Source: an optimization exercise on an open RTL-to-GDS flow (aim: small area). Production flows keep margins and buffers that such runs may drop. Function was checked by simulation only, so behaviour that the tests miss may differ from the original. No activity file was given, so power comes from the tool's default toggle rates.

==> flow/design.v (outline; a module is shown in full before it is edited, if it fits) <==
// module fft_peak_detect: 809 lines
// module fpd_fa: 10 lines
// module fpd_ha: 9 lines
// module fpd_xn: 7 lines
// module fpd_or: 7 lines
// module fpd_xo: 7 lines
// module fpd_nr: 7 lines
module fft_peak_detect #(
    parameter int width   = 16,
    parameter int N_2     = 5,
    parameter int SKIP_DC = 1
) (
    input  logic                 clk,
    input  logic                 reset,
    input  logic                 in_valid,
    input  logic [2*width-1:0]   in_data,
    input  logic [2*width-1:0]   threshold,
    output logic                 busy,
    output logic                 result_valid,
    input  logic                 result_ack,
    output logic [N_2-1:0]       peak_idx,
    output logic [2*width-1:0]   peak_mag,
    output logic                 peak_found
);
  // ...
==> flow/flow/run.sh <==
#!/bin/bash
set -e
export REMOVE_ABC_BUFFERS=1
export BUFFER_PORTS_ARGS="-buffer_cell sky130_fd_sc_hd__buf_1"
export CTS_ARGS="-sink_clustering_enable -repair_clock_nets -dont_use_dummy_load -buf_list sky130_fd_sc_hd__clkbuf_8 -sink_clustering_size 20"
bash standard.sh > standard.log 2>&1
==> flow/standard.sh <==
#!/bin/bash
# synth_recipe.tcl (not shown) runs the flow's synth.tcl, then flattens the netlist and writes it again
# the make line also repeats each setting of config.mk as NAME=value (left out here)
make -C /OpenROAD-flow-scripts/flow DESIGN_CONFIG=/design/flow/config.mk WORK_HOME=/design/flow/orfs CLKGATE_MAP_FILE= SYNTH_SCRIPT=/design/flow/synth_recipe.tcl "${@:-finish}"
==> flow/config.mk <==
export PLATFORM = sky130hd
export DESIGN_NAME = fft_peak_detect
export DESIGN_NICKNAME = fft_peak_detect
export VERILOG_FILES = /design/flow/design.v
export SDC_FILE = /design/flow/constraint.sdc
export NUM_CORES = 4
export LEC_CHECK = 0
export CAP_MARGIN = 0
export CORE_MARGIN = 2
export CORE_UTILIZATION = 85
export GPL_TIMING_DRIVEN = 0
export PLACE_DENSITY = 0.9
export SLEW_MARGIN = 0
export SYNTH_HIERARCHICAL = 1
==> flow/constraint.sdc <==
create_clock -name core_clock -period 8.0 [get_ports {clk}]
set_input_delay 1.6000 -clock core_clock [delete_from_list [all_inputs] [get_ports {clk}]]
set_output_delay 1.6000 -clock core_clock [all_outputs]
set_load 0.01 [all_outputs]
==> reports/qor.yml, run 1 <==
outcome:
  status: "complete, no violations"
clock_tree:
  cts_buffers: 9
  cts_tree: "built"
  post_cts_buffers: 0
  h-tree-depth: 3
final_layout:
  layout-drive-gt1-share: 0.0399
  mostFrequentLayoutCell: "nand2_1"
  nMultiInputCombCells: 767
  multi_input_area_sq_um: 7410
  final-clk-cell-share: 0.0121
  final_cells: 1168
  area_share_nonclk_buffers: 0.0397
  largest_cell_class: "multi-input combinational cells"
  stdcell_area_sq_um: 10200
  sh_seq_area: 0.182
  nNonClkInverters: 71
setup_path:
  cp_cell_sequence: "buf_2, nand2_1, fa_1, fa_1, fa_1, fa_1, fa_1, fa_1, fa_1, fa_1, inv_1, ha_1, or2_2, ha_1, o211a_1, o211ai_1, or3b_1, a31oi_2, a21oi_2, nand3_1, nand2_1, ha_1, mux2_2"
  cp.buffers_inverters: 2
synth:
  synth_most_common_cell: "nand2_1"
  muxShareOfSynthArea: 0.0150
  synth_top_cell_area_share: 0.449
  synthAdderAreaFrac: 0.481
  synth.largest_area_cell: "fa_1"
  synth_common_cells: "nand2_1 (244), fa_1 (217), nor2_1 (73), inv_1 (71), dfxtp_1 (39)"
  ys_dominant_reg_cell: "dfxtp_1"
placement:
  place_hpwl_mm: 21.4
  place_inst: 1159
  place_congestion: 0.926
timing:
  worst_hold_slack_ps: 431
  period_share: 0.979
floorplanning:
  io_pins: 108
  die_w_microns: 111
pwr:
  p_sw_frac: 0.533
  combPwrFrac: 0.825
  powerSeq_uw: 592
route:
  totalWireLength_mm: 30.4
  met3_length_mm: 4.45
hold_path:
  min_from: "r_mag[13]"
grt:
  met1_usage: 0.607
  grt_pass1_vias: 9393
==> run 2: changes to the inputs <==
--- a/flow/config.mk
+++ b/flow/config.mk
@@ -8,7 +8,7 @@
 export CAP_MARGIN = 0
 export CORE_MARGIN = 2
-export CORE_UTILIZATION = 85
+export CORE_UTILIZATION = 75
 export GPL_TIMING_DRIVEN = 0
-export PLACE_DENSITY = 0.9
+export PLACE_DENSITY = 0.8
 export SLEW_MARGIN = 0
 export SYNTH_HIERARCHICAL = 1
==> reports/qor.yml, run 2 <==
outcome:
  status: "complete, no violations"  # unchanged
clock_tree:
  h-tree-depth: 3  # unchanged
  post_cts_buffers: 0  # unchanged
  hold_buffers: 0  # unchanged
  cts_num_sinks: 75  # unchanged
  clockBufferDepth: 2  # unchanged
  cts_tree: "built"  # unchanged
  cts.clk_slew.worst_paths_ps: 60  # was 80 ps
  cts-root-buf: "clkbuf_8"  # unchanged
  cts_buffers: 9  # unchanged
  insertion_delay_ps: 350  # was 340 ps
floorplanning:
  design.core.area_sq_um: 12600  # was 11,000 sq um
  dieArea_sq_um: 13800  # was 12,300 sq um
  start_util: 0.767  # was 0.881
  rows: 41  # was 38
  io_pins: 108  # unchanged
  die_h_microns: 118  # was 111 microns
  die_w_microns: 118  # was 111 microns
synth:
  synth-compound-area-share: 0.0626  # unchanged
  seq_area_frac_synth: 0.192  # unchanged
  muxShareOfSynthArea: 0.0150  # unchanged
  avgSynthCellArea_sq_um: 10.1  # unchanged
  synth_simple_gate_area_frac: 0.159  # unchanged
  ys_warn_count: 7  # unchanged
  syn_area_sq_um: 9680  # unchanged
  synth_most_common_cell: "nand2_1"  # unchanged
  synth_top_cell_area_share: 0.449  # unchanged
  synth_edf_count: 36  # unchanged
  synth_xor_area_frac: 0.0462  # unchanged
  synth_top_family_by_area: "adder cells"  # unchanged
  synthArstFlopShare: 0  # unchanged
  synth_area_leaders: "fa_1 (45%), edfxtp_1 (11%), nand2_1 (9.5%)"  # unchanged
  synth_common_cells: "nand2_1 (244), fa_1 (217), nor2_1 (73), inv_1 (71), dfxtp_1 (39)"  # unchanged
  synth.largest_area_cell: "fa_1"  # unchanged
  synth.ff_latch_count: 75  # unchanged
  ys_dominant_reg_cell: "dfxtp_1"  # unchanged
  netlist_instances: 954  # unchanged
  synthAdderAreaFrac: 0.481  # unchanged
  synth_cell_types: 59  # unchanged
timing:
  worst_hold_slack_ps: 431  # about the same
  finalSetupViolCount: 0  # unchanged
  hold_viol: 0  # unchanged
  period_minus_slack_ps: 7490  # was 7830 ps
  period_share: 0.937  # was 0.979
  maxSlewViolCount: 0  # unchanged
  clock.fmax_mhz: 133  # was 128 MHz
  maxSlewHeadroom: 0.341  # was 0.270
  tightest_slew_ps: 989  # was 1090 ps
  fin_skew_ps: 18.8  # was 16.8 ps
  setup_slack_ps: 507  # was 171 ps
  rsz0062_at_grt: "false"  # unchanged
setup_path:
  cp.required_ps: 8220  # about the same
  end_kind: "flip-flop"  # unchanged
  worstSetupPathType: "in2reg"  # unchanged
  critPathSlowestCell: "fa_1"  # unchanged
  cpPeakStageDelay_ps: 570  # was 590 ps
  worstReg2RegEnd: "r_max_mag[4]"  # unchanged
  crit_start: "in_data[21]"  # unchanged
  cp.buffers_inverters: 2  # unchanged
  crit_family: "adder cells"  # unchanged
  crit_path_frequent_cell: "fa_1"  # unchanged
  r2r-start: "r_max_mag[28]"  # unchanged
  startpoint_type: "primary input"  # unchanged
  endpoint: "r_mag[30]"  # unchanged
  r2r_cells: 8  # was 7
  cp_cell_sequence: "clkbuf_2, nand2_1, fa_1, fa_1, fa_1, fa_1, fa_1, fa_1, fa_1, fa_1, inv_1, ha_1, or2_2, ha_1, o211a_1, o211ai_1, or3b_1, a31oi_2, a21oi_2, nand3_1, nand2_1, ha_1, mux2_2"  # was buf_2, nand2_1, fa_1, fa_1, fa_1, fa_1, fa_1, fa_1, fa_1, fa_1, inv_1, ha_1, or2_2, ha_1, o211a_1, o211ai_1, or3b_1, a31oi_2, a21oi_2, nand3_1, nand2_1, ha_1, mux2_2
  arrival_ps: 7720  # was 8050 ps
  r2r_slack_ps: 5430  # was 4920 ps
  crit_fanout: 15  # unchanged
  cp.depth: 23  # unchanged
placement:
  numPortBuffers: 106  # unchanged
  place_hpwl_mm: 17.5  # was 21.4 mm
  place_ws_ps: -147  # was -299 ps
  place_congestion: 0.924  # was 0.926
route:
  totalWireLength_mm: 22.5  # was 30.4 mm
  routedWlPerCell_microns: 18.7  # was 26.1 microns
  post-route-drc-count: 0  # unchanged
  firstDrtPassIters: 5  # was 9
  antenna_left: 0  # unchanged
  vias_per_cell: 6.00  # was 7.19
  drt_iter0_markers: 659  # was 1,546
  vias: 7218  # was 8,395
grt:
  grt_max_degree: 43  # was 54
  grt_overflow: 0  # unchanged
  grt_pass1_vias: 7475  # was 9,393
  grt_pass1_wl_mm: 36.6  # was 48.1 mm
  grt.total_usage: 0.343  # was 0.522
  antenna_found_initial: 0  # unchanged
hold_path:
  min_from: "r_mag[21]"  # was r_mag[13]
  hold_class: "reg2reg"  # unchanged
final_layout:
  layout-drive-gt1-share: 0.0408  # was 0.0399
  reg_top3: "r_mag: 32 flops, r_max_mag: 32 flops, r_pos: 6 flops"  # unchanged
  mostFrequentLayoutCell: "nand2_1"  # unchanged
  area_growth_pct: 6.71  # was 5.90%
  nNetsFinal: 1335  # was 1,333
  final_cell_mix: "nand2_1 (244), fa_1 (217), buf_1 (100), nor2_1 (73), inv_1 (71)"  # was nand2_1 (244), fa_1 (217), buf_1 (99), nor2_1 (73), inv_1 (71)
  antenna_cells: 0  # unchanged
pwr:
  p_leak_uw: 0.00395  # was 0.00393 uW
  powerDensity_nw_per_um2: 399  # was 451 nW/um^2
  ir_drop_mv: 0.241  # was 0.426 mV
job:
  max-cap-violations: 0  # unchanged
-- run 2: changes by cell type in the layout (fill, tap and decap cells not counted), sizes merged --
| cell | before | now |
|---|---|---|
| clkbuf | 11 | 15 |
| buf | 104 | 102 |
-- run 2: what timing repair did --
action,4_1_cts,5_1_grt
resized for setup,0,6
hold endpoints to repair,0,0
endpoints found under the setup margin,0,2
-- run 2: area by class of cell --
| type | instances | area (sq um) |
|---|---|---|
| multi-input combinational | 767 | 7410 |
| fill | 822 | 2290 |
| sequential | 75 | 1860 |
| timing repair buffer | 108 | 445 |
| inverter | 71 | 267 |
| tap | 172 | 215 |
| clock buffer | 9 | 124 |
-- run 2: worst min path at each step --
| stage | endpoint | depth (start not counted) |
|---|---|---|
| 2_1_floorplan | r_max_mag[0] | 0 |
| 3_3_place_gp | r_max_mag[0] | 0 |
| 3_5_place_dp | r_max_mag[0] | 0 |
| 4_1_cts | r_max_mag[0] | 0 |
| 5_1_grt | r_max_mag[21] | 0 |
| 6_report | r_max_mag[21] | 0 |
-- run 2: per-layer routing --
metal  vias up  GRT usage  routed length, microns
met2       462      0.550                   10500
li1       3141          -                       -
met1      3544      0.470                    8930
met4         0      0.133                     866
met5         -          0                       0
met3        71     0.0698                    2210
-- run 2: Yosys stat by module, one instance, submodules excluded --
module	flip-flops and latches	copies in the design	area (sq um)	cells inside
fpd_fa	0	217	20.0	1
fpd_nr	0	21	3.75	1
fft_peak_detect	75	1	4790	659
fpd_ha	0	1	12.5	1
fpd_xo	0	22	8.76	1
fpd_xn	0	17	8.76	1
fpd_or	0	17	6.26	1
-- run 2: where the power goes --
group	internal (uW)	switching (uW)	total [uW]	leakage [uW]
clock network	100	113	213	0.0000647
logic	1490	1840	3330	0.00323
registers	516	64.8	580	0.000654
total	2100	2010	4120	0.00395
-- run 2: worst register-to-register path: stages (launching register included) --
cell	delay [ps]
edfxtp_1	420
nand2b_1	170
maj3_1	360
o221ai_1	170
nor4_1	140
o21ai_1	190
o221ai_1	270
o2bb2ai_4	300
buf_12	240
-- run 2: metrics by stage --
step	total power [uW]	TNS (ps)	util	std cells	cell area [sq um]
floorplan	3060	0	-	913	9520
global placement	3750	-293	0.803	1191	10100
detailed placement	3870	-217	0.808	1193	10200
CTS	4110	0	0.818	1202	10300
global route	4560	0	0.818	1202	10300
finish	4120	0	0.818	1202	10300
-- run 2: logic make-up (layout without fill, tap and decap cells) --
| family | after synthesis | in the layout |
|---|---|---|
| AOI/OAI and AO/OA | 86 | 86 |
| xor gates and xnor gates | 51 | 51 |
| adders and majority gates | 243 | 243 |
| buffers and inverters | 112 | 188 |
| DFF | 75 | 75 |
| muxes | 13 | 13 |
| other | 1 | 1 |
| and+or+nand+nor | 373 | 373 |
==> run 3: changes to the inputs <==
==> flow/flow/run.sh (replaced) <==
#!/bin/bash
set -e
export REMOVE_ABC_BUFFERS=1
export BUFFER_PORTS_ARGS="-buffer_cell sky130_fd_sc_hd__buf_1"
export CTS_ARGS="-sink_clustering_enable -repair_clock_nets -dont_use_dummy_load -root_buf sky130_fd_sc_hd__clkbuf_4 -buf_list sky130_fd_sc_hd__clkbuf_8 -sink_clustering_size 20"
bash standard.sh > standard.log 2>&1
==> reports/qor.yml, run 3 <==
grt:
  grt_max_degree: 43  # unchanged
  grt_pass1_wl_mm: 36.2  # was 36.6 mm
  antenna_found_initial: 0  # unchanged
  grt_pass1_vias: 7432  # was 7,475
  grt.total_usage: 0.338  # was 0.343
  grt_overflow: 0  # unchanged
synth:
  synth.ff_latch_count: 75  # unchanged
  synth_edf_count: 36  # unchanged
  synth_area_leaders: "fa_1 (45%), edfxtp_1 (11%), nand2_1 (9.5%)"  # unchanged
  synthArstFlopShare: 0  # unchanged
  ys_dominant_reg_cell: "dfxtp_1"  # unchanged
  synth_common_cells: "nand2_1 (244), fa_1 (217), nor2_1 (73), inv_1 (71), dfxtp_1 (39)"  # unchanged
  synth-compound-area-share: 0.0626  # unchanged
  synth_top_cell_area_share: 0.449  # unchanged
  syn_area_sq_um: 9680  # unchanged
  synth_most_common_cell: "nand2_1"  # unchanged
  netlist_instances: 954  # unchanged
  muxShareOfSynthArea: 0.0150  # unchanged
  seq_area_frac_synth: 0.192  # unchanged
  synth_top_family_by_area: "adder cells"  # unchanged
  synth.largest_area_cell: "fa_1"  # unchanged
  synthAdderAreaFrac: 0.481  # unchanged
  synth_simple_gate_area_frac: 0.159  # unchanged
  ys_warn_count: 7  # unchanged
  synth_cell_types: 59  # unchanged
  avgSynthCellArea_sq_um: 10.1  # unchanged
  synth_xor_area_frac: 0.0462  # unchanged
clock_tree:
  hold_buffers: 0  # unchanged
  cts-root-buf: "clkbuf_4"  # was clkbuf_8
  cts_tree: "built"  # unchanged
  insertion_delay_ps: 420  # was 350 ps
  cts.clk_slew.worst_paths_ps: 90  # was 60 ps
  cts_buffers: 9  # unchanged
  clockBufferDepth: 2  # unchanged
  ctsResizeCount: 0  # unchanged
  cts_num_sinks: 75  # unchanged
  post_cts_buffers: 0  # unchanged
  h-tree-depth: 3  # unchanged
final_layout:
  mostFrequentLayoutCell: "nand2_1"  # unchanged
  stdcell_area_sq_um: 10300  # about the same
  final_cell_mix: "nand2_1 (244), fa_1 (217), buf_1 (103), nor2_1 (73), inv_1 (71)"  # was nand2_1 (244), fa_1 (217), buf_1 (100), nor2_1 (73), inv_1 (71)
  nFillCells: 841  # was 822
  seqCellArea_sq_um: 1860  # unchanged
  multi_input_area_sq_um: 7410  # unchanged
  reg_top3: "r_mag: 32 flops, r_max_mag: 32 flops, r_pos: 6 flops"  # unchanged
  layout-drive-gt1-share: 0.0379  # was 0.0408
  antenna_cells: 0  # unchanged
  nNetsFinal: 1335  # unchanged
  area_growth_pct: 6.09  # was 6.71%
setup_path:
  startpoint_type: "primary input"  # unchanged
  end_kind: "flip-flop"  # unchanged
  arrival_ps: 8020  # was 7720 ps
  crit_fanout: 15  # unchanged
  cp.required_ps: 8290  # was 8220 ps
  worstSetupPathType: "in2reg"  # unchanged
placement:
  place_hpwl_mm: 17.5  # unchanged
  numPortBuffers: 106  # unchanged
  place_area_sq_um: 10200  # unchanged
  place_congestion: 0.924  # unchanged
route:
  routedWlPerCell_microns: 18.6  # was 18.7 microns
  totalWireLength_mm: 22.3  # was 22.5 mm
  vias_per_cell: 5.96  # was 6.00
  firstDrtPassIters: 5  # unchanged
  post-route-drc-count: 0  # unchanged
  antenna_left: 0  # unchanged
  vias: 7162  # was 7,218
  drt_iter0_markers: 624  # was 659
pwr:
  ir_drop_mv: 0.244  # was 0.241 mV
  p_switching_uw: 2000  # was 2010 uW
  pwr-share-clk: 0.039  # was 0.052
  combPwrFrac: 0.818  # was 0.807
  powerDensity_nw_per_um2: 394  # was 399 nW/um^2
  internal_power_uw: 2050  # was 2100 uW
  seqPwrFrac: 0.143  # was 0.141
  p_sw_frac: 0.493  # was 0.489
  p_leak_uw: 0.00392  # was 0.00395 uW
floorplanning:
  dieArea_sq_um: 13800  # unchanged
  rows: 41  # unchanged
  die_h_microns: 118  # unchanged
  io_pins: 108  # unchanged
  die_w_microns: 118  # unchanged
  design.core.area_sq_um: 12600  # unchanged
  start_util: 0.767  # unchanged
timing:
  clock.fmax_mhz: 129  # was 133 MHz
  hold_viol: 0  # unchanged
  period_share: 0.966  # was 0.937
  rsz0062_at_grt: "false"  # unchanged
  finalSetupViolCount: 0  # unchanged
  maxSlewViolCount: 0  # unchanged
  maxSlewHeadroom: 0.321  # was 0.341
  worst_hold_slack_ps: 436  # was 431 ps
  period_minus_slack_ps: 7730  # was 7490 ps
  tightest_slew_ps: 1020  # was 989 ps
  fin_skew_ps: 31.3  # was 18.8 ps
hold_path:
  hold_class: "reg2reg"  # unchanged
outcome:
  status: "complete, no violations"  # unchanged
job:
  max-cap-violations: 0  # unchanged
-- run 3: cell counts after synthesis --
No cell type changed its count.
-- run 3: logic make-up (layout without fill, tap and decap cells) --
group	Yosys count	count (layout)
adders and majority gates	243	243
xor gates and xnor gates	51	51
AOI/OAI and AO/OA	86	86
buffers and inverters	112	188
other	1	1
DFF	75	75
muxes	13	13
and+or+nand+nor	373	373
-- run 3: worst paths after layout --
kind | from | end | slack (ps) | cells past startpoint
max reg2reg | r_max_mag[28] | r_max_mag[6] | 5420 | 8
max | in_data[19] | r_mag[30] | 270 | 24
min reg2reg | r_mag[0] | r_max_mag[0] | 440 | 0
min | r_mag[0] | r_max_mag[0] | 440 | 0
-- run 3: Yosys stat by module, one instance, submodules excluded --
| module | times used | cells inside | flip-flops and latches | area [sq um] |
|---|---|---|---|---|
| fpd_fa | 217 | 1 | 0 | 20.0 |
| fft_peak_detect | 1 | 659 | 75 | 4790 |
| fpd_xn | 17 | 1 | 0 | 8.76 |
| fpd_or | 17 | 1 | 0 | 6.26 |
| fpd_nr | 21 | 1 | 0 | 3.75 |
| fpd_ha | 1 | 1 | 0 | 12.5 |
| fpd_xo | 22 | 1 | 0 | 8.76 |
-- run 3: stage by stage --
step | utilization | setup TNS (ps) | worst slack [ps] | cells | total power (uW)
final | 0.813 | 0 | 273 | 1202 | 4050
after global routing | 0.813 | 0 | 8.49 | 1202 | 4510
after CTS | 0.813 | 0 | 275 | 1202 | 4040
after detailed placement | 0.808 | -217 | -147 | 1193 | 3870
after global placement | 0.803 | -293 | -157 | 1191 | 3750
after floorplan | - | 0 | 1020 | 913 | 3060
-- run 3: power by group through the flow --
stage	clock network [uW]	logic, uW	registers (uW)
2_1_floorplan	0	2490	572
4_1_cts	160	3310	577
6_report	158	3310	578
3_5_place_dp	0	3280	586
3_3_place_gp	0	3170	581
5_1_grt	177	3740	588
-- run 3: cell type report --
| class | instances | area share |
|---|---|---|
| clock buffers | 9 | 0.00658 |
| well taps | 172 | 0.0210 |
| flip-flops and latches | 75 | 0.181 |
| multi-input cells | 767 | 0.722 |
| inverters | 71 | 0.0260 |
| repair buffers | 108 | 0.0430 |
-- run 3: worst max-delay path: stages --
cell and delay, ps:
buf_1 590, nand2_1 190, fa_1 550, xnor2_1 230, fa_1 450, fa_1 420, fa_1 390, fa_1 400
fa_1 390, fa_1 390, fa_1 360, inv_1 60, ha_1 140, or2_2 100, ha_1 150, o211a_1 210
o211ai_1 140, or3b_1 260, a31oi_2 120, a21oi_2 170, nand3_1 100, nand2_1 80, ha_1 240, mux2_2 280
-- run 3: routing by layer --
metal | vias up | GRT usage | wire length [microns]
met5 | - | 0 | 0
met4 | 0 | 0.139 | 893
met3 | 77 | 0.0673 | 2170
met2 | 463 | 0.538 | 10300
met1 | 3473 | 0.467 | 8910
li1 | 3149 | - | -

[separate check: timing with driven ports]
No port has a modelled driver above. Below, the same layouts with a new extraction and two added sets of constraints. Step 1: set_driving_cell puts a clkbuf_16 on clk and a buf_2 on each other input, an assumption about the parent block. Step 2 moves the port delays by t, midway between the first and last clock arrival at a register: inputs arrive t later, outputs are due t later. That takes back most of the time a late clock gives input paths. Three values: no drivers, after step 1, after step 2; two values: the first two.
| run | shift t [ns] | setup WS [ns] | worst data-port slew with drivers (ns) |
|---|---|---|---|
| run 1 | 0.365 | 0.171 / 0.178 / -0.188 | 0.05 |
| run 2 | 0.370 | 0.507 / 0.516 / 0.146 | 0.04 |
| run 3 | 0.432 | 0.273 / 0.275 / -0.157 | 0.04 |
Met with ideal ports but missed after step 2: setup timing in run 1 and run 3. The setup slack of run 3, which loses most, moves by +0.002 ns with the drivers and by -0.430 ns with both steps.
